This design comes from an exercise in tuning for small area, a short achievable clock period and few clock cycles per item on the open sky130 flow, not from production work. Function was not checked in any run shown here: the RTL went through the layout flow alone. No activity file was given, so power comes from the tool's default toggle rates.

<file path="flow/flow/run.sh">
#!/bin/bash
# Standard layout, with plain buffers on the ports instead of the delay buffers
# buffer_ports picks by default.
export BUFFER_PORTS_ARGS="-buffer_cell sky130_fd_sc_hd__buf_1"
bash standard.sh > standard.log 2>&1
</file>
<file path="flow/standard.sh">
#!/bin/bash
# synth_recipe.tcl (not shown) runs the flow's synth.tcl, then flattens the netlist and writes it again
# the make line also repeats each setting of config.mk as NAME=value (left out here)
make -C /OpenROAD-flow-scripts/flow DESIGN_CONFIG=/design/flow/config.mk WORK_HOME=/design/flow/orfs CLKGATE_MAP_FILE= SYNTH_SCRIPT=/design/flow/synth_recipe.tcl "${@:-finish}"
</file>
<file path="flow/config.mk">
export PLATFORM = sky130hd
export DESIGN_NAME = wb_stage_top
export DESIGN_NICKNAME = wb_stage_top
export VERILOG_FILES = /design/flow/design.v
export SDC_FILE = /design/flow/constraint.sdc
export NUM_CORES = 4
export LEC_CHECK = 0
export CAP_MARGIN = 20
export CORE_MARGIN = 2
export CORE_UTILIZATION = 55
export CTS_BUF_LIST = sky130_fd_sc_hd__clkbuf_4 sky130_fd_sc_hd__clkbuf_8
export PLACE_DENSITY = 0.7
export SETUP_SLACK_MARGIN = 1.8
export SLEW_MARGIN = 20
</file>
<file path="flow/constraint.sdc">
create_clock -name core_clock -period 4.5 [get_ports {clk_i}]
set_input_delay 0.9000 -clock core_clock [delete_from_list [all_inputs] [get_ports {clk_i}]]
set_output_delay 0.9000 -clock core_clock [all_outputs]
set_load 0.01 [all_outputs]
</file>
<file path="flow/design.v">
`timescale 1ns/10ps
package rv_isa_pkg;
    typedef logic [31:0] xlen_t;      
    typedef logic [4:0]  reg_addr_t;
    typedef logic [11:0] csr_addr_t;
    typedef logic [3:0]  cause_t;     
    typedef logic [2:0]  funct3_t;
    localparam logic [1:0] SZ_BYTE = 2'b00;
    localparam logic [1:0] SZ_HALF = 2'b01;
    localparam logic [1:0] SZ_WORD = 2'b10;
    localparam csr_addr_t MTVEC    = 12'h305;
    localparam csr_addr_t MSCRATCH = 12'h340;
    localparam csr_addr_t MEPC     = 12'h341;
    localparam csr_addr_t MCAUSE   = 12'h342;
    localparam csr_addr_t MTVAL    = 12'h343;
    localparam xlen_t MTVEC_RESET = 32'h0000_0100;
    localparam logic [11:0] F12_ECALL  = 12'h000;
    localparam logic [11:0] F12_EBREAK = 12'h001;
    localparam logic [11:0] F12_MRET   = 12'h302;
    localparam cause_t E_ILLEGAL_INST              = 4'd2;
    localparam cause_t E_BREAKPOINT                = 4'd3;
    localparam cause_t E_LOAD_ADDR_MISALIGNED      = 4'd4;
    localparam cause_t E_LOAD_ACCESS_FAULT         = 4'd5;
    localparam cause_t E_STORE_AMO_ADDR_MISALIGNED = 4'd6;
    localparam cause_t E_STORE_AMO_ACCESS_FAULT    = 4'd7;
    localparam cause_t E_ECALL_FROM_M              = 4'd11;
endpackage
`timescale 1ns/10ps
package wb_pkg;
    typedef enum logic [1:0] {
        CSR_NONE  = 2'd0,
        CSR_WRITE = 2'd1,
        CSR_SET   = 2'd2,
        CSR_CLEAR = 2'd3
    } csr_cmd_e;
    typedef enum logic [1:0] {
        SEL_ALU = 2'd0,
        SEL_LSU = 2'd1,
        SEL_CSR = 2'd2,
        SEL_PC4 = 2'd3
    } wb_sel_e;
endpackage
`timescale 1ns/10ps
module wb_lsu (
    input  logic        open_i,         
    input  logic        mem_en_i,
    input  logic        ex_exception_i,
    input  logic [2:0]  funct3_i,
    input  logic [31:0] addr_i,
    input  logic [31:0] wdata_i,
    input  logic [31:0] bus_dat_i,
    output logic        misaligned_o,   
    output logic        bus_o,          
    output logic        cyc_o,
    output logic [3:0]  sel_o,
    output logic [31:0] dat_o,
    output logic [31:0] rdata_o
);
    logic       is_byte;
    logic       is_word;
    logic       mis;
    logic [1:0] a;
    logic [7:0] lane;
    logic       sgn;
    assign a       = addr_i[1:0];
    assign is_byte = funct3_i[1:0] == 2'b00;
    assign is_word = funct3_i[1];
    assign mis          = (funct3_i[1:0] == 2'b01 && a[0]) || (is_word && a != 2'b00);
    assign misaligned_o = mem_en_i && !ex_exception_i && mis;
    assign bus_o        = mem_en_i && !ex_exception_i && !mis;
    assign cyc_o        = open_i && bus_o;
    assign sel_o[0] = is_word || (!a[1] && (funct3_i[0] || !a[0]));
    assign sel_o[1] = is_word || (!a[1] && (funct3_i[0] ||  a[0]));
    assign sel_o[2] = is_word || ( a[1] && (funct3_i[0] || !a[0]));
    assign sel_o[3] = is_word || ( a[1] && (funct3_i[0] ||  a[0]));
    assign dat_o[7:0]   = wdata_i[7:0];
    assign dat_o[15:8]  = a[0] ? wdata_i[7:0] : wdata_i[15:8];
    assign dat_o[23:16] = a[1] ? wdata_i[7:0] : wdata_i[23:16];
    assign dat_o[31:24] = a[1] ? (a[0] ? wdata_i[7:0] : wdata_i[15:8]) : wdata_i[31:24];
    always_comb begin
        unique case (a)
            2'd0:    lane = bus_dat_i[7:0];
            2'd1:    lane = bus_dat_i[15:8];
            2'd2:    lane = bus_dat_i[23:16];
            default: lane = bus_dat_i[31:24];
        endcase
    end
    assign sgn = !funct3_i[2] && (is_byte ? lane[7] : (a[1] ? bus_dat_i[31] : bus_dat_i[15]));
    assign rdata_o[7:0]   = lane;
    assign rdata_o[15:8]  = is_byte ? {8{sgn}} : (a[1] ? bus_dat_i[31:24] : bus_dat_i[15:8]);
    assign rdata_o[31:16] = is_word ? bus_dat_i[31:16] : {16{sgn}};
endmodule
`timescale 1ns/10ps
import rv_isa_pkg::*;
import wb_pkg::*;
module wb_csr_file (
    input  logic        clk_i,
    input  logic        rst_n_i,
    input  logic [11:0] addr_i,
    input  logic [1:0]  cmd_i,
    input  logic [31:0] wdata_i,
    input  logic        wr_i,           
    input  logic        trap_i,         
    input  logic [31:0] trap_pc_i,
    input  logic [3:0]  trap_cause_i,
    input  logic [3:0]  trap_mtval_sel_i,   
    input  logic [31:0] ex_mtval_i,
    input  logic [31:0] addr_val_i,
    input  logic [31:0] instr_i,
    input  logic        rd_en_i,        
    output logic [31:0] rdata_o,
    output logic        hit_o,
    output logic [31:0] mtvec_o,
    output logic [31:0] mepc_o,
    output logic [3:0]  mcause_o,
    output logic [31:0] mtval_o
);
    logic [31:2] mtvec_q;
    logic [31:0] mscratch_q;
    logic [31:2] mepc_q;
    logic [3:0]  mcause_q;
    logic [31:0] mtval_q;
    logic        h_mtvec, h_mscratch, h_mepc, h_mcause, h_mtval;
    logic        c_wr, c_set, c_clr;
    assign mtvec_o    = {mtvec_q, 2'b00};
    assign mepc_o     = {mepc_q, 2'b00};
    assign mcause_o   = mcause_q;
    assign mtval_o    = mtval_q;
    assign h_mtvec    = addr_i == MTVEC;
    assign h_mscratch = addr_i == MSCRATCH;
    assign h_mepc     = addr_i == MEPC;
    assign h_mcause   = addr_i == MCAUSE;
    assign h_mtval    = addr_i == MTVAL;
    assign hit_o      = h_mtvec | h_mscratch | h_mepc | h_mcause | h_mtval;
    assign rdata_o = ({32{rd_en_i && h_mtvec}}    & mtvec_o)
                   | ({32{rd_en_i && h_mscratch}} & mscratch_q)
                   | ({32{rd_en_i && h_mepc}}     & mepc_o)
                   | ({32{rd_en_i && h_mcause}}   & {28'b0, mcause_q})
                   | ({32{rd_en_i && h_mtval}}    & mtval_q);
    assign c_wr  = wr_i && cmd_i == CSR_WRITE;
    assign c_set = wr_i && cmd_i == CSR_SET;
    assign c_clr = wr_i && cmd_i == CSR_CLEAR;
    function automatic logic [31:0] upd(input logic [31:0] q, input logic [31:0] w,
                                        input logic hit, input logic wr, input logic set,
                                        input logic clr);
        logic        k;
        logic        s;
        k = hit && wr;
        s = hit && (wr || set);
        upd = (q & ~({32{k}} | ({32{hit && clr}} & w))) | ({32{s}} & w);
    endfunction
    always_ff @(posedge clk_i or negedge rst_n_i) begin
        if (!rst_n_i) begin
            mtvec_q    <= MTVEC_RESET[31:2];
            mscratch_q <= '0;
            mepc_q     <= '0;
            mcause_q   <= '0;
            mtval_q    <= '0;
        end else begin
            mtvec_q    <= upd(mtvec_o, wdata_i, h_mtvec, c_wr, c_set, c_clr) >> 2;
            mscratch_q <= upd(mscratch_q, wdata_i, h_mscratch, c_wr, c_set, c_clr);
            if (trap_i) begin
                mepc_q   <= trap_pc_i[31:2];
                mcause_q <= trap_cause_i;
                mtval_q  <= ({32{trap_mtval_sel_i[0]}} & ex_mtval_i)
                          | ({32{trap_mtval_sel_i[1]}} & addr_val_i)
                          | ({32{trap_mtval_sel_i[2]}} & instr_i)
                          | ({32{trap_mtval_sel_i[3]}} & trap_pc_i);
            end else begin
                mepc_q   <= upd(mepc_o, wdata_i, h_mepc, c_wr, c_set, c_clr) >> 2;
                mcause_q <= upd({28'b0, mcause_q}, wdata_i, h_mcause, c_wr, c_set, c_clr);   
                mtval_q  <= upd(mtval_q, wdata_i, h_mtval, c_wr, c_set, c_clr);
            end
        end
    end
endmodule
`timescale 1ns/10ps
import rv_isa_pkg::*;
module wb_trap_arbiter (
    input  logic        ex_exception_i,
    input  logic [3:0]  ex_xcause_i,
    input  logic        ecall_break_i,
    input  logic [11:0] funct12_i,
    input  logic        instr5_i,
    input  logic        mem_rw_i,
    input  logic        misaligned_i,
    input  logic        bus_err_i,
    input  logic        csr_illegal_i,
    output logic        exception_o,
    output logic        exc_other_o,    
    output logic [3:0]  xcause_o,
    output logic [3:0]  mtval_sel_o,    
    output logic        mret_o
);
    logic ecall;
    logic ebreak;
    assign ecall  = ecall_break_i && funct12_i == F12_ECALL;
    assign ebreak = ecall_break_i && funct12_i == F12_EBREAK;
    assign mret_o = ecall_break_i && funct12_i == F12_MRET;
    assign exc_other_o = |{ex_exception_i, misaligned_i, bus_err_i, ecall, ebreak};
    assign exception_o = exc_other_o | csr_illegal_i;
    always_comb begin
        mtval_sel_o = 4'b0000;
        if (ex_exception_i) begin
            xcause_o       = ex_xcause_i;
            mtval_sel_o[0] = 1'b1;
        end else if (misaligned_i) begin
            xcause_o       = instr5_i ? E_STORE_AMO_ADDR_MISALIGNED : E_LOAD_ADDR_MISALIGNED;
            mtval_sel_o[1] = 1'b1;
        end else if (bus_err_i) begin
            xcause_o       = mem_rw_i ? E_STORE_AMO_ACCESS_FAULT : E_LOAD_ACCESS_FAULT;
            mtval_sel_o[1] = 1'b1;
        end else if (csr_illegal_i) begin
            xcause_o       = E_ILLEGAL_INST;
            mtval_sel_o[2] = 1'b1;
        end else if (ecall) begin
            xcause_o       = E_ECALL_FROM_M;
        end else if (ebreak) begin
            xcause_o       = E_BREAKPOINT;
            mtval_sel_o[3] = 1'b1;
        end else begin
            xcause_o       = 4'd0;
        end
    end
endmodule
`timescale 1ns/10ps
import rv_isa_pkg::*;
import wb_pkg::*;
module wb_stage (
    input  logic        clk_i,
    input  logic        rst_n_i,
    input  logic        in_req_i,
    input  logic [31:0] in_pc_i,
    input  logic [31:0] in_instr_i,
    input  logic [31:0] in_alu_result_i,
    input  logic [31:0] in_store_data_i,
    input  logic        in_rf_we_i,
    input  logic        in_mem_en_i,
    input  logic        in_mem_rw_i,
    input  logic [1:0]  in_csr_cmd_i,
    input  logic [1:0]  in_sel_wb_i,
    input  logic        in_ecall_break_i,
    input  logic        in_ex_exception_i,
    input  logic [3:0]  in_ex_xcause_i,
    input  logic [31:0] in_ex_mtval_i,
    output logic        in_ack_o,
    output logic        commit_rf_we_o,
    output logic [4:0]  commit_rd_o,
    output logic [31:0] commit_wdata_o,
    output logic        commit_exception_o,
    output logic [3:0]  commit_xcause_o,
    output logic [31:0] commit_mtval_o,
    output logic        commit_redirect_o,
    output logic [31:0] commit_redirect_pc_o,
    output logic [31:0] dbus_adr_o,
    output logic [31:0] dbus_dat_o,
    output logic [3:0]  dbus_sel_o,
    output logic        dbus_cyc_o,
    output logic        dbus_stb_o,
    output logic        dbus_we_o,
    input  logic [31:0] dbus_dat_i,
    input  logic        dbus_ack_i,
    input  logic        dbus_err_i
);
    logic        ack_q;
    logic        open;
    logic        bus;
    logic        cyc;
    logic        bus_end;
    logic        fire;
    logic        misaligned;
    logic        bus_err;
    logic [31:0] lsu_rdata;
    logic [31:0] csr_rdata;
    logic [31:0] csr_wdata;
    logic        csr_hit;
    logic        csr_illegal;
    logic        csr_wr;
    logic [31:0] mtvec;
    logic [31:0] mepc;
    logic [3:0]  mcause;
    logic [31:0] mtval_csr;
    logic        exception;
    logic        exc_other;
    logic [3:0]  xcause;
    logic [3:0]  mtval_sel;
    logic        mret;
    logic [31:0] wb_wdata;
    logic        exc_q;
    logic        redirect_q;
    logic [31:0] wdata_q;
    assign open    = in_req_i && !ack_q;
    assign bus_end = dbus_ack_i || dbus_err_i;
    assign fire    = open && (!bus || bus_end);
    always_ff @(posedge clk_i or negedge rst_n_i) begin
        if (!rst_n_i) begin
            ack_q <= 1'b0;
        end else begin
            ack_q <= in_req_i && (ack_q || !bus || bus_end);   
        end
    end
    assign in_ack_o = ack_q;
    wb_lsu u_lsu (
        .open_i         (open),
        .mem_en_i       (in_mem_en_i),
        .ex_exception_i (in_ex_exception_i),
        .funct3_i       (in_instr_i[14:12]),
        .addr_i         (in_alu_result_i),
        .wdata_i        (in_store_data_i),
        .bus_dat_i      (dbus_dat_i),
        .misaligned_o   (misaligned),
        .bus_o          (bus),
        .cyc_o          (cyc),
        .sel_o          (dbus_sel_o),
        .dat_o          (dbus_dat_o),
        .rdata_o        (lsu_rdata)
    );
    assign dbus_adr_o = in_alu_result_i;
    assign dbus_we_o  = in_mem_rw_i;
    assign dbus_cyc_o = cyc;
    assign dbus_stb_o = cyc;
    assign bus_err = bus && dbus_err_i;
    assign csr_wdata   = in_instr_i[14] ? {27'b0, in_instr_i[19:15]} : in_alu_result_i;
    assign csr_illegal = in_csr_cmd_i != CSR_NONE && !csr_hit;
    assign csr_wr      = fire && !exc_other && in_csr_cmd_i != CSR_NONE
                         && !(in_csr_cmd_i[1] && in_instr_i[19:15] == 5'd0);
    wb_trap_arbiter u_arb (
        .ex_exception_i (in_ex_exception_i),
        .ex_xcause_i    (in_ex_xcause_i),
        .ecall_break_i  (in_ecall_break_i),
        .funct12_i      (in_instr_i[31:20]),
        .instr5_i       (in_instr_i[5]),
        .mem_rw_i       (in_mem_rw_i),
        .misaligned_i   (misaligned),
        .bus_err_i      (bus_err),
        .csr_illegal_i  (csr_illegal),
        .exception_o    (exception),
        .exc_other_o    (exc_other),
        .xcause_o       (xcause),
        .mtval_sel_o    (mtval_sel),
        .mret_o         (mret)
    );
    wb_csr_file u_csr (
        .clk_i        (clk_i),
        .rst_n_i      (rst_n_i),
        .addr_i       (in_instr_i[31:20]),
        .cmd_i        (in_csr_cmd_i),
        .wdata_i      (csr_wdata),
        .wr_i         (csr_wr),
        .trap_i       (fire && exception),
        .trap_pc_i    (in_pc_i),
        .trap_cause_i (xcause),
        .trap_mtval_sel_i (mtval_sel),
        .ex_mtval_i   (in_ex_mtval_i),
        .addr_val_i   (in_alu_result_i),
        .instr_i      (in_instr_i),
        .rd_en_i      (in_sel_wb_i == SEL_CSR),
        .rdata_o      (csr_rdata),
        .hit_o        (csr_hit),
        .mtvec_o      (mtvec),
        .mcause_o     (mcause),
        .mtval_o      (mtval_csr),
        .mepc_o       (mepc)
    );
    assign wb_wdata = ({32{in_sel_wb_i == SEL_ALU}} & in_alu_result_i)
                    | ({32{in_sel_wb_i == SEL_LSU}} & lsu_rdata)
                    | ({32{in_sel_wb_i == SEL_PC4}} & {in_pc_i[31:2] + 30'd1, in_pc_i[1:0]})
                    | csr_rdata;
    always_ff @(posedge clk_i) begin
        if (!ack_q) begin
            wdata_q <= wb_wdata;
        end
    end
    always_ff @(posedge clk_i or negedge rst_n_i) begin
        if (!rst_n_i) begin
            exc_q      <= 1'b0;
            redirect_q <= 1'b0;
        end else if (!ack_q) begin
            exc_q      <= exception;
            redirect_q <= exception || mret;
        end
    end
    assign commit_rf_we_o       = in_rf_we_i && !exc_q;
    assign commit_rd_o          = in_instr_i[11:7];
    assign commit_wdata_o       = wdata_q;
    assign commit_exception_o   = exc_q;
    assign commit_xcause_o      = mcause;
    assign commit_mtval_o       = mtval_csr;
    assign commit_redirect_o    = redirect_q;
    assign commit_redirect_pc_o = exc_q ? mtvec : mepc;
endmodule
`timescale 1ns/10ps
module wb_stage_top (
    input  logic        clk_i,
    input  logic        rst_n_i,
    input  logic        in_req_i,
    input  logic [31:0] in_pc_i,
    input  logic [31:0] in_instr_i,
    input  logic [31:0] in_alu_result_i,
    input  logic [31:0] in_store_data_i,
    input  logic        in_rf_we_i,
    input  logic        in_mem_en_i,
    input  logic        in_mem_rw_i,
    input  logic [1:0]  in_csr_cmd_i,
    input  logic [1:0]  in_sel_wb_i,
    input  logic        in_ecall_break_i,
    input  logic        in_ex_exception_i,
    input  logic [3:0]  in_ex_xcause_i,
    input  logic [31:0] in_ex_mtval_i,
    output logic        in_ack_o,
    output logic        commit_rf_we_o,
    output logic [4:0]  commit_rd_o,
    output logic [31:0] commit_wdata_o,
    output logic        commit_exception_o,
    output logic [3:0]  commit_xcause_o,
    output logic [31:0] commit_mtval_o,
    output logic        commit_redirect_o,
    output logic [31:0] commit_redirect_pc_o,
    output logic [31:0] dbus_adr_o,
    output logic [31:0] dbus_dat_o,
    output logic [3:0]  dbus_sel_o,
    output logic        dbus_cyc_o,
    output logic        dbus_stb_o,
    output logic        dbus_we_o,
    input  logic [31:0] dbus_dat_i,
    input  logic        dbus_ack_i,
    input  logic        dbus_err_i
);
    wb_stage u_stage (
        .clk_i                (clk_i),
        .rst_n_i              (rst_n_i),
        .in_req_i             (in_req_i),
        .in_pc_i              (in_pc_i),
        .in_instr_i           (in_instr_i),
        .in_alu_result_i      (in_alu_result_i),
        .in_store_data_i      (in_store_data_i),
        .in_rf_we_i           (in_rf_we_i),
        .in_mem_en_i          (in_mem_en_i),
        .in_mem_rw_i          (in_mem_rw_i),
        .in_csr_cmd_i         (in_csr_cmd_i),
        .in_sel_wb_i          (in_sel_wb_i),
        .in_ecall_break_i     (in_ecall_break_i),
        .in_ex_exception_i    (in_ex_exception_i),
        .in_ex_xcause_i       (in_ex_xcause_i),
        .in_ex_mtval_i        (in_ex_mtval_i),
        .in_ack_o             (in_ack_o),
        .commit_rf_we_o       (commit_rf_we_o),
        .commit_rd_o          (commit_rd_o),
        .commit_wdata_o       (commit_wdata_o),
        .commit_exception_o   (commit_exception_o),
        .commit_xcause_o      (commit_xcause_o),
        .commit_mtval_o       (commit_mtval_o),
        .commit_redirect_o    (commit_redirect_o),
        .commit_redirect_pc_o (commit_redirect_pc_o),
        .dbus_adr_o           (dbus_adr_o),
        .dbus_dat_o           (dbus_dat_o),
        .dbus_sel_o           (dbus_sel_o),
        .dbus_cyc_o           (dbus_cyc_o),
        .dbus_stb_o           (dbus_stb_o),
        .dbus_we_o            (dbus_we_o),
        .dbus_dat_i           (dbus_dat_i),
        .dbus_ack_i           (dbus_ack_i),
        .dbus_err_i           (dbus_err_i)
    );
endmodule
</file>
==> notes.md, run 1 <==
status=complete, no violations; critical path arrival=3.40 ns; initial antenna violation count=0; clock slew at reported path FFs=0.11 ns; die span in x=157.4 um; CP startpoint kind=input port; Layout Cells excl Fill=2251; Async S/R FF share, synth=between 80% and 90%; critical-path maximum fanout=16; area delta synth->final=32.56%; Min Hold Slack=between 0.5 and 0.6 ns; Hold Fails Final Rpt=0; Final HPWL DP=roughly 41000 um; flop2flop setup slack=just under 2 ns; Netlist cell types=77; # H-tree levels=4; grt total ovfl=0; clk root buf=clkbuf_8; Avg Cell Area, Syn=8.449 um^2; pin count of the biggest net entering global routing=54; CTS Buffer Depth=2; Max-Cap Viols=0; CP max stage delay=0.58 ns; r2r worst-path depth=10; Switch Pwr=between 1.5 and 2 mW; final setup TNS=0 ns; antenna cell count=0; register area share after synthesis=about a third; #FFs+latches synth=163; Int Pwr=2.749 mW; yosys warns=4; clock sinks=roughly 160; Pleak=6.527 nW; final setup vio count=0; Tmin final=a little under 3 ns; synthesized area=12930 um^2; Starting Density=between 50 and 60%; placed insts=about 2100; WL per Instance=~29 um; largest area contributor in the netlist=dfrtp_1; slowest stage cell, crit path=or4_4; # DRC=0; final net count=2130; vias in the first global route=14852; Synth Flop Type=dfrtp_1; Tot GR Track Use=around 50%; Via density=roughly 7; most area-consuming cells after synthesis=dfrtp_1 (25%), edfxtp_1 (7.4%), a221o_1 (5.0%), a21oi_1 (4.8%), mux2_2 (4.4%); CTS tree=built; port bufs=approximately 390; die area=24760 um^2; Req. time, crit path=4.94 ns; Final Slew Violations=0; clock network power share=between 20 and 30%; Post-synth EDFFs=32; Mapped Cells=1531; max_slew headroom=between 30 and 40%; endpoint class of the critical path=register; core area=about 23000 um^2; Place WS=around 0.77 ns; wire length of the first global-routing pass=roughly 91000 um; initial drt markers=approximately 3100; Pwr per Cell Area=around 260 nW/um^2; area share of the largest cell type after synthesis=between 20% and 30%; final WL=around 65000 um; Peak VDD IR=0.0001804 V; f_max=337.9 MHz; fin crit share=approximately two thirds; Switching Fraction=a little under two fifths; RSZ-0062 raised after global routing=yes; CP cell instances=buf_6, or4_4, or3_4, nor3_2, nand3_4, nor2_1, a221o_1; num rows=56; Least-Margin Pin Slew=0.9323 ns; chip height=157.4 um; power share of the combinational group=between 30 and 40%; Tightest Hold Check Type=in -> async; via count=about 16000; Crit Path Class=in -> reg; Seq pwr share=a little over two fifths; post-route ant nets=0; DRT Pass-1 Iters=8; Worst-Skew Late Latency=about 0.50 ns; num ports=390; fraction of layout instances using a drive strength above 1=between 20 and 25%; CTS Hold Bufs=0; worst setup margin=around 1.5 ns; GPL Wtd Cong=0.9908; Worst Skew=0.01546 ns; Num CTS Buffers=17
## sequential cells by signal, summed over array words and instances (netlist names)
name	flops
u_stage.ack_q	1
u_stage.redirect_q	1
u_stage.u_csr.mtval_q	32
u_stage.u_csr.mepc_q	30
u_stage.u_csr.mscratch_q	32
u_stage.u_csr.mtvec_q	30
u_stage.u_csr.mcause_q	4
u_stage.wdata_q	32
u_stage.exc_q	1
## timing repair
item                                   4_1_cts  5_1_grt
setup endpoints to repair                  217      154
resized for setup                          109      120
endpoints found under the hold margin        0        0
setup buffers                               44       38
cloned                                      11        8
pin swaps                                   22       49
## cell usage after synthesis (all sizes together) (4+ instances only)
| library cell | number |
|---|---|
| nand4 | 15 |
| edfxtp | 32 |
| a211o | 14 |
| o21ai | 86 |
| o41ai | 4 |
| o22ai | 4 |
| clkbuf | 97 |
| nor2 | 125 |
| nand2 | 133 |
| mux2i | 23 |
| o211ai | 55 |
| xnor2 | 17 |
| a21oi | 127 |
| or4 | 8 |
| mux4 | 4 |
| a2bb2oi | 29 |
| nor2b | 34 |
| a221o | 65 |
| and2 | 9 |
| nand2b | 11 |
| nor4 | 7 |
| o31ai | 4 |
| o311a | 4 |
| xor2 | 11 |
| o31a | 8 |
| nor3 | 22 |
| or3 | 9 |
| buf | 89 |
| a22oi | 68 |
| a222oi | 21 |
| inv | 30 |
| a31oi | 12 |
| nand3 | 108 |
| dfrtp | 130 |
| a221oi | 10 |
| mux2 | 50 |
| a211oi | 8 |
## cell usage in the layout (no fill, tap or decap), drive strengths merged, types with 8 or more instances in the layout
master and n:
a2bb2oi 29, xnor2 17, a22oi 68, nor2b 34, nor3 22, edfxtp 32
a222oi 21, nor2 125, clkbuf 36, o31a 9, a31oi 12, o211ai 55
xor2 11, mux2 50, a21oi 127, o21ai 86, or3 9, a221oi 10
a211oi 8, and2 9, nand2b 11, dfrtp 130, nand2 133, or4 8
a211o 14, nand3 109, mux2i 23, nand4 15, buf 532, inv 35
a221o 65
## stage by stage
step	utilization [%]	cell area [um^2]	power (mW)
6_report	73.71	17150	4.459
5_1_grt	73.71	17150	4.576
4_1_cts	69.73	16220	4.314
3_5_place_dp	63.22	14710	3.100
3_3_place_gp	63.15	14690	3.071
2_1_floorplan	-	13440	2.598
## metal layers
metal  wire length [um]  global-route usage (%)  vias up
met5                  0                       0        -
met4               5613                   35.45        0
met3              11190                   15.94      432
met2              26860                   71.35     1691
met1              21770                   63.31     7480
li1                   -                       -     6593
## cell families (layout without fill, tap and decap cells)
family / after synthesis / after routing / share of synthesized area, %
adder cells (fa/ha/maj): 1 / 1 / 0.09672
XOR/XNOR: 28 / 28 / 1.896
AO/OA/AOI/OAI: 543 / 544 / 31.40
multiplexers: 77 / 77 / 6.829
other: 1 / 2 / 0.02899
AND/OR/NAND/NOR: 501 / 502 / 18.74
flip-flops: 163 / 163 / 32.78
buffers and inverters: 217 / 615 / 8.232
## worst max-delay path: cells and delay by family
family	cells	cell delay, ns
AOI/OAI and AO/OA	1	0.14
buffers and inverters	1	0.09
and+or+nand+nor	5	2.25
## final timing paths
kind / from / to
setup / recovery: in_instr_i[27] / u_stage.u_csr.mscratch_q[30]$_DFF_PN0_
min in group core_clock: u_stage.u_csr.mtvec_q[8]$_DFF_PN1_ / u_stage.u_csr.mtvec_q[8]$_DFF_PN1_
hold reg to reg: u_stage.u_csr.mtvec_q[8]$_DFF_PN1_ / u_stage.u_csr.mtvec_q[8]$_DFF_PN1_
setup reg to reg: u_stage.ack_q$_DFF_PN0_ / u_stage.u_csr.mtval_q[0]$_DFF_PN0_
max in group asynchronous: rst_n_i / u_stage.u_csr.mepc_q[22]$_DFF_PN0_
hold / removal: rst_n_i / u_stage.u_csr.mtval_q[7]$_DFF_PN0_
## power groups by stage
stage | sequential (mW) | combinational, mW | clock (mW)
after floorplan | 1.87 | 0.728 | 0
after global placement | 1.89 | 1.18 | 0
after detailed placement | 1.90 | 1.20 | 0
after CTS | 1.86 | 1.27 | 1.18
after global routing | 1.89 | 1.45 | 1.23
final | 1.88 | 1.37 | 1.20
## cell type report
cell class / count / area [um^2]
multi-input cells: 1154 / 8300
fillers: 1833 / 6116
flip-flops and latches: 163 / 4244
repair buffers: 552 / 3665
well taps: 319 / 399.1
clock buffers: 18 / 241.5
clock inverters: 14 / 167.7
inverters: 31 / 128.9
==> run 2, diff against run 1 <==
--- a/flow/design.v
+++ b/flow/design.v
@@ -110,2 +110,4 @@
     input  logic        rd_en_i,        
+    input  logic        commit_i,       
+    input  logic        exc_i,          
     output logic [31:0] rdata_o,
@@ -124,2 +126,3 @@
     logic        c_wr, c_set, c_clr;
+    logic        s_mtvec, s_mscratch, s_mepc, s_mcause, s_mtval;
     assign mtvec_o    = {mtvec_q, 2'b00};
@@ -134,7 +137,12 @@
     assign hit_o      = h_mtvec | h_mscratch | h_mepc | h_mcause | h_mtval;
-    assign rdata_o = ({32{rd_en_i && h_mtvec}}    & mtvec_o)
-                   | ({32{rd_en_i && h_mscratch}} & mscratch_q)
-                   | ({32{rd_en_i && h_mepc}}     & mepc_o)
-                   | ({32{rd_en_i && h_mcause}}   & {28'b0, mcause_q})
-                   | ({32{rd_en_i && h_mtval}}    & mtval_q);
+    assign s_mtvec    = commit_i ? exc_i  : rd_en_i && h_mtvec;
+    assign s_mepc     = commit_i ? !exc_i : rd_en_i && h_mepc;
+    assign s_mscratch = !commit_i && rd_en_i && h_mscratch;
+    assign s_mcause   = !commit_i && rd_en_i && h_mcause;
+    assign s_mtval    = !commit_i && rd_en_i && h_mtval;
+    assign rdata_o = ({32{s_mtvec}}    & mtvec_o)
+                   | ({32{s_mscratch}} & mscratch_q)
+                   | ({32{s_mepc}}     & mepc_o)
+                   | ({32{s_mcause}}   & {28'b0, mcause_q})
+                   | ({32{s_mtval}}    & mtval_q);
     assign c_wr  = wr_i && cmd_i == CSR_WRITE;
@@ -357,2 +365,4 @@
         .rd_en_i      (in_sel_wb_i == SEL_CSR),
+        .commit_i     (ack_q),
+        .exc_i        (exc_q),
         .rdata_o      (csr_rdata),
@@ -370,12 +380,5 @@
         if (!ack_q) begin
-            wdata_q <= wb_wdata;
-        end
-    end
-    always_ff @(posedge clk_i or negedge rst_n_i) begin
-        if (!rst_n_i) begin
-            exc_q      <= 1'b0;
-            redirect_q <= 1'b0;
-        end else if (!ack_q) begin
-            exc_q      <= exception;
-            redirect_q <= exception || mret;
+            exc_q       <= exception;
+            redirect_q  <= exception || mret;
+            wdata_q     <= wb_wdata;
         end
@@ -389,3 +392,3 @@
     assign commit_redirect_o    = redirect_q;
-    assign commit_redirect_pc_o = exc_q ? mtvec : mepc;
+    assign commit_redirect_pc_o = csr_rdata;
 endmodule
==> notes.md, run 2 <==
area delta synth->final=35.76%; status=complete, no violations; Switch Pwr=1.485 mW (-13%); Hold Fails Final Rpt=0 (unchanged); grt total ovfl=0 (unchanged); CP max stage delay=0.57 ns (about the same); Seq pwr share=43.4% (+1.1 points); critical-path maximum fanout=13 (-3); Async S/R FF share, synth=79.14% (-1.2 points); CP cell instances=buf_12, or4_4, nor4_4, buf_6, buf_12, a22o_1, a221o_1, buf_2; post-route ant nets=0 (unchanged); most area-consuming cells after synthesis=dfrtp_1 (28%), edfxtp_1 (8.8%), o211ai_1 (8.1%), nand2_1 (5.0%), a221o_1 (4.1%); initial drt markers=3119 (+1.7%); CP startpoint kind=input port; Req. time, crit path=3.60 ns (-1.34 ns); critical path arrival=2.71 ns (-0.69 ns); initial antenna violation count=3 (+3); clock network power share=27.7% (+0.7 points); Tightest Hold Check Type=reg -> reg; Starting Density=55.50% (-0.11 points); top cells by count, synth=nand2_1 (154), dfrtp_1 (128), o211ai_1 (125); # DRC=0 (unchanged); CTS tree=built; Worst-Skew Late Latency=0.48 ns (-0.02 ns); Num CTS Buffers=17 (unchanged); register area share after synthesis=36.78% (+4.0 points); Pwr per Cell Area=259.2 nW/um^2 (-0.32%); wire length of the first global-routing pass=80350 um (-12%); num rows=53 (-5.4%); num ports=390 (unchanged); WL per Instance=30.05 um (+3.4%); Synth Flop Type=dfrtp_1; commonest non-fill, non-tap cell in the layout=buf_1; Int Pwr=2.582 mW (-6.1%); endpoint class of the critical path=primary output; CTS Buffer Depth=2 (unchanged); GPL Wtd Cong=0.9587 (-3.2%); fraction of layout instances using a drive strength above 1=22.55% (+0.39 points); Peak VDD IR=0.0002024 V (+12%); DRT Pass-1 Iters=10 (+2); most frequent cell after synthesis=nand2_1; pin count of the biggest net entering global routing=84 (+56%); clock slew at reported path FFs=0.09 ns (-0.02 ns); port bufs=389 (+0.52%); Via density=7.382 (+2.6%); Switching Fraction=36.51% (-1.8 points); Tmin final=3.615 ns (+0.6552 ns); final WL=60000 um (-8.3%); vias in the first global route=13165 (-11%); #FFs+latches synth=163 (unchanged); f_max=276.6 MHz (-18%); Tot GR Track Use=48.56% (-1.3 points); Max-Cap Viols=0 (unchanged); # H-tree levels=4 (unchanged); Min Hold Slack=0.5257 ns (+0.02396 ns); die span in x=149.0 um (-5.3%); final setup vio count=0 (unchanged); largest area contributor in the netlist=dfrtp_1; most frequent cells in the layout=buf_1 (327), nand2_1 (143), dfrtp_1 (127), o211ai_1 (125), buf_4 (77); clock sinks=163 (unchanged); Least-Margin Pin Slew=1.065 ns (+0.1329 ns); area share of the largest cell type after synthesis=27.72% (+2.6 points); CP most frequent cell=buf_12; Final HPWL DP=36600 um (-11%); Crit Path Class=in -> out; max_slew headroom=28.91% (-7.2 points); chip height=149.0 um (-5.3%); RSZ-0062 raised after global routing=yes; yosys warns=4 (unchanged); final setup TNS=0 ns (unchanged); clk root buf=clkbuf_8; Mapped Cells=1294 (-15%); fin crit share=80.33% (+15 points); slowest stage cell, crit path=or4_4; Post-synth EDFFs=34 (+6.3%); Pleak=6.164 nW (-5.6%); Avg Cell Area, Syn=8.931 um^2 (+5.7%); core area=20820 um^2 (-10%); top flop regs=u_stage.u_csr.mscratch_q x32, u_stage.u_csr.mtval_q x32, u_stage.wdata_q x32; Final Slew Violations=0 (unchanged); Worst Skew=0.01823 ns (+0.002762 ns); Netlist cell types=78 (+1.3%); die area=22190 um^2 (-10%); final net count=1919 (-9.9%); power share of the combinational group=29.0% (-1.8 points); via count=14742 (-9.0%); synthesized area=11560 um^2 (-11%)
## run 2: timing repair
action	in CTS	in global routing
pin swaps	22	40
hold buffers	0	0
setup endpoints to repair	211	178
gates resized for setup	184	125
cloned	9	13
buffers inserted	55	34
## run 2: final cells by class
class	instances	area, um^2
Antenna cell	1	2.502
Clock buffer	18	247.7
Clock inverter	14	141.4
Fill cell	1520	5134
Inverter	10	42.54
Multi-Input combinational cell	961	6859
Sequential cell	163	4252
Tap cell	275	344.1
Timing Repair Buffer	555	3800
## run 2: logic make-up (layout without fill, tap and decap cells)
group / count (synthesis) / count (layout) / share of synthesized area (%)
AOI/OAI and AO/OA: 466 / 466 / 29.56
and+or+nand+nor: 424 / 424 / 18.86
buffers and inverters: 170 / 597 / 8.088
DFF: 163 / 163 / 36.78
muxes: 43 / 43 / 4.558
xor gates and xnor gates: 27 / 27 / 2.046
adders and majority gates: 1 / 1 / 0.1083
other: 0 / 1 / 0
## run 2: power groups by stage
stage	combinational (mW)	clock, mW	sequential (mW)
floorplan	0.530	0	1.79
global placement	0.952	0	1.78
detailed placement	0.961	0	1.78
CTS	1.05	1.10	1.75
global route	1.23	1.17	1.77
finish	1.18	1.12	1.76
## run 2: final timing paths
kind	cells after the start	slack [ns]	to	from
worst max-delay path	8	0.89	commit_redirect_pc_o[29]	in_instr_i[22]
worst min-delay path	2	0.53	u_stage.u_csr.mtvec_q[8]$_DFF_PN1_	u_stage.u_csr.mtvec_q[8]$_DFF_PN1_
worst max register to register	7	1.89	u_stage.u_csr.mepc_q[31]$_DFF_PN0_	u_stage.ack_q$_DFF_PN0_
worst min register to register	2	0.53	u_stage.u_csr.mtvec_q[8]$_DFF_PN1_	u_stage.u_csr.mtvec_q[8]$_DFF_PN1_
max in group asynchronous	2	3.02	u_stage.u_csr.mtval_q[22]$_DFF_PN0_	rst_n_i
min in group asynchronous	1	0.55	u_stage.u_csr.mepc_q[13]$_DFF_PN0_	rst_n_i
## run 2: metrics by stage
step	cells	worst slack, ns	utilization [%]	area, um^2	power, mW
global placement	1853	0.6556	63.08	13130	2.736
detailed placement	1853	0.6153	63.08	13130	2.743
CTS	1949	0.9480	70.81	14740	3.898
floorplan	1294	1.001	-	11830	2.318
global route	1997	0.8606	75.35	15690	4.169
finish	1997	0.8852	75.35	15690	4.067
## run 2: worst max-delay path: cells and delay by family
| family | cells | cell delay (ns) |
|---|---|---|
| simple gates | 2 | 0.89 |
| buf+inv | 4 | 0.62 |
| compound gates | 2 | 0.30 |
## run 2: routing by layer
layer  global-route usage (%)  vias up  share of wire, %
met1                    60.73     6743                32
li1                         -     5786                 -
met3                    16.33      507                18
met4                    30.29        4               8.7
met5                        0        -             0.095
met2                    72.42     1702                42

==> re-timing with driven ports <==
In the flow no input, the clock included, has a driving cell. The finished layouts below were timed again as built, in two steps. Step 1 assumes that a clkbuf_16 drives the clock port and a buf_2 every other input. Step 2 also shifts input and output timing later by t, the mid clock arrival at the registers, as if the neighbouring blocks saw the same clock. a / b / c = ideal / step 1 / step 2; a / b = the first two.
| run | t (ns) | setup WS [ns] | cell pins on the clock port's net |
|---|---|---|---|
| run 1 | 0.534 | 1.540 / 1.551 / 1.017 | 1 |
| run 2 | 0.523 | 0.885 / 0.835 / 0.409 | 1 |
After both steps every run listed still meets setup and hold. For run 1, which loses most, drivers alone change the setup slack by +0.011 ns; drivers and shift together by -0.523 ns.
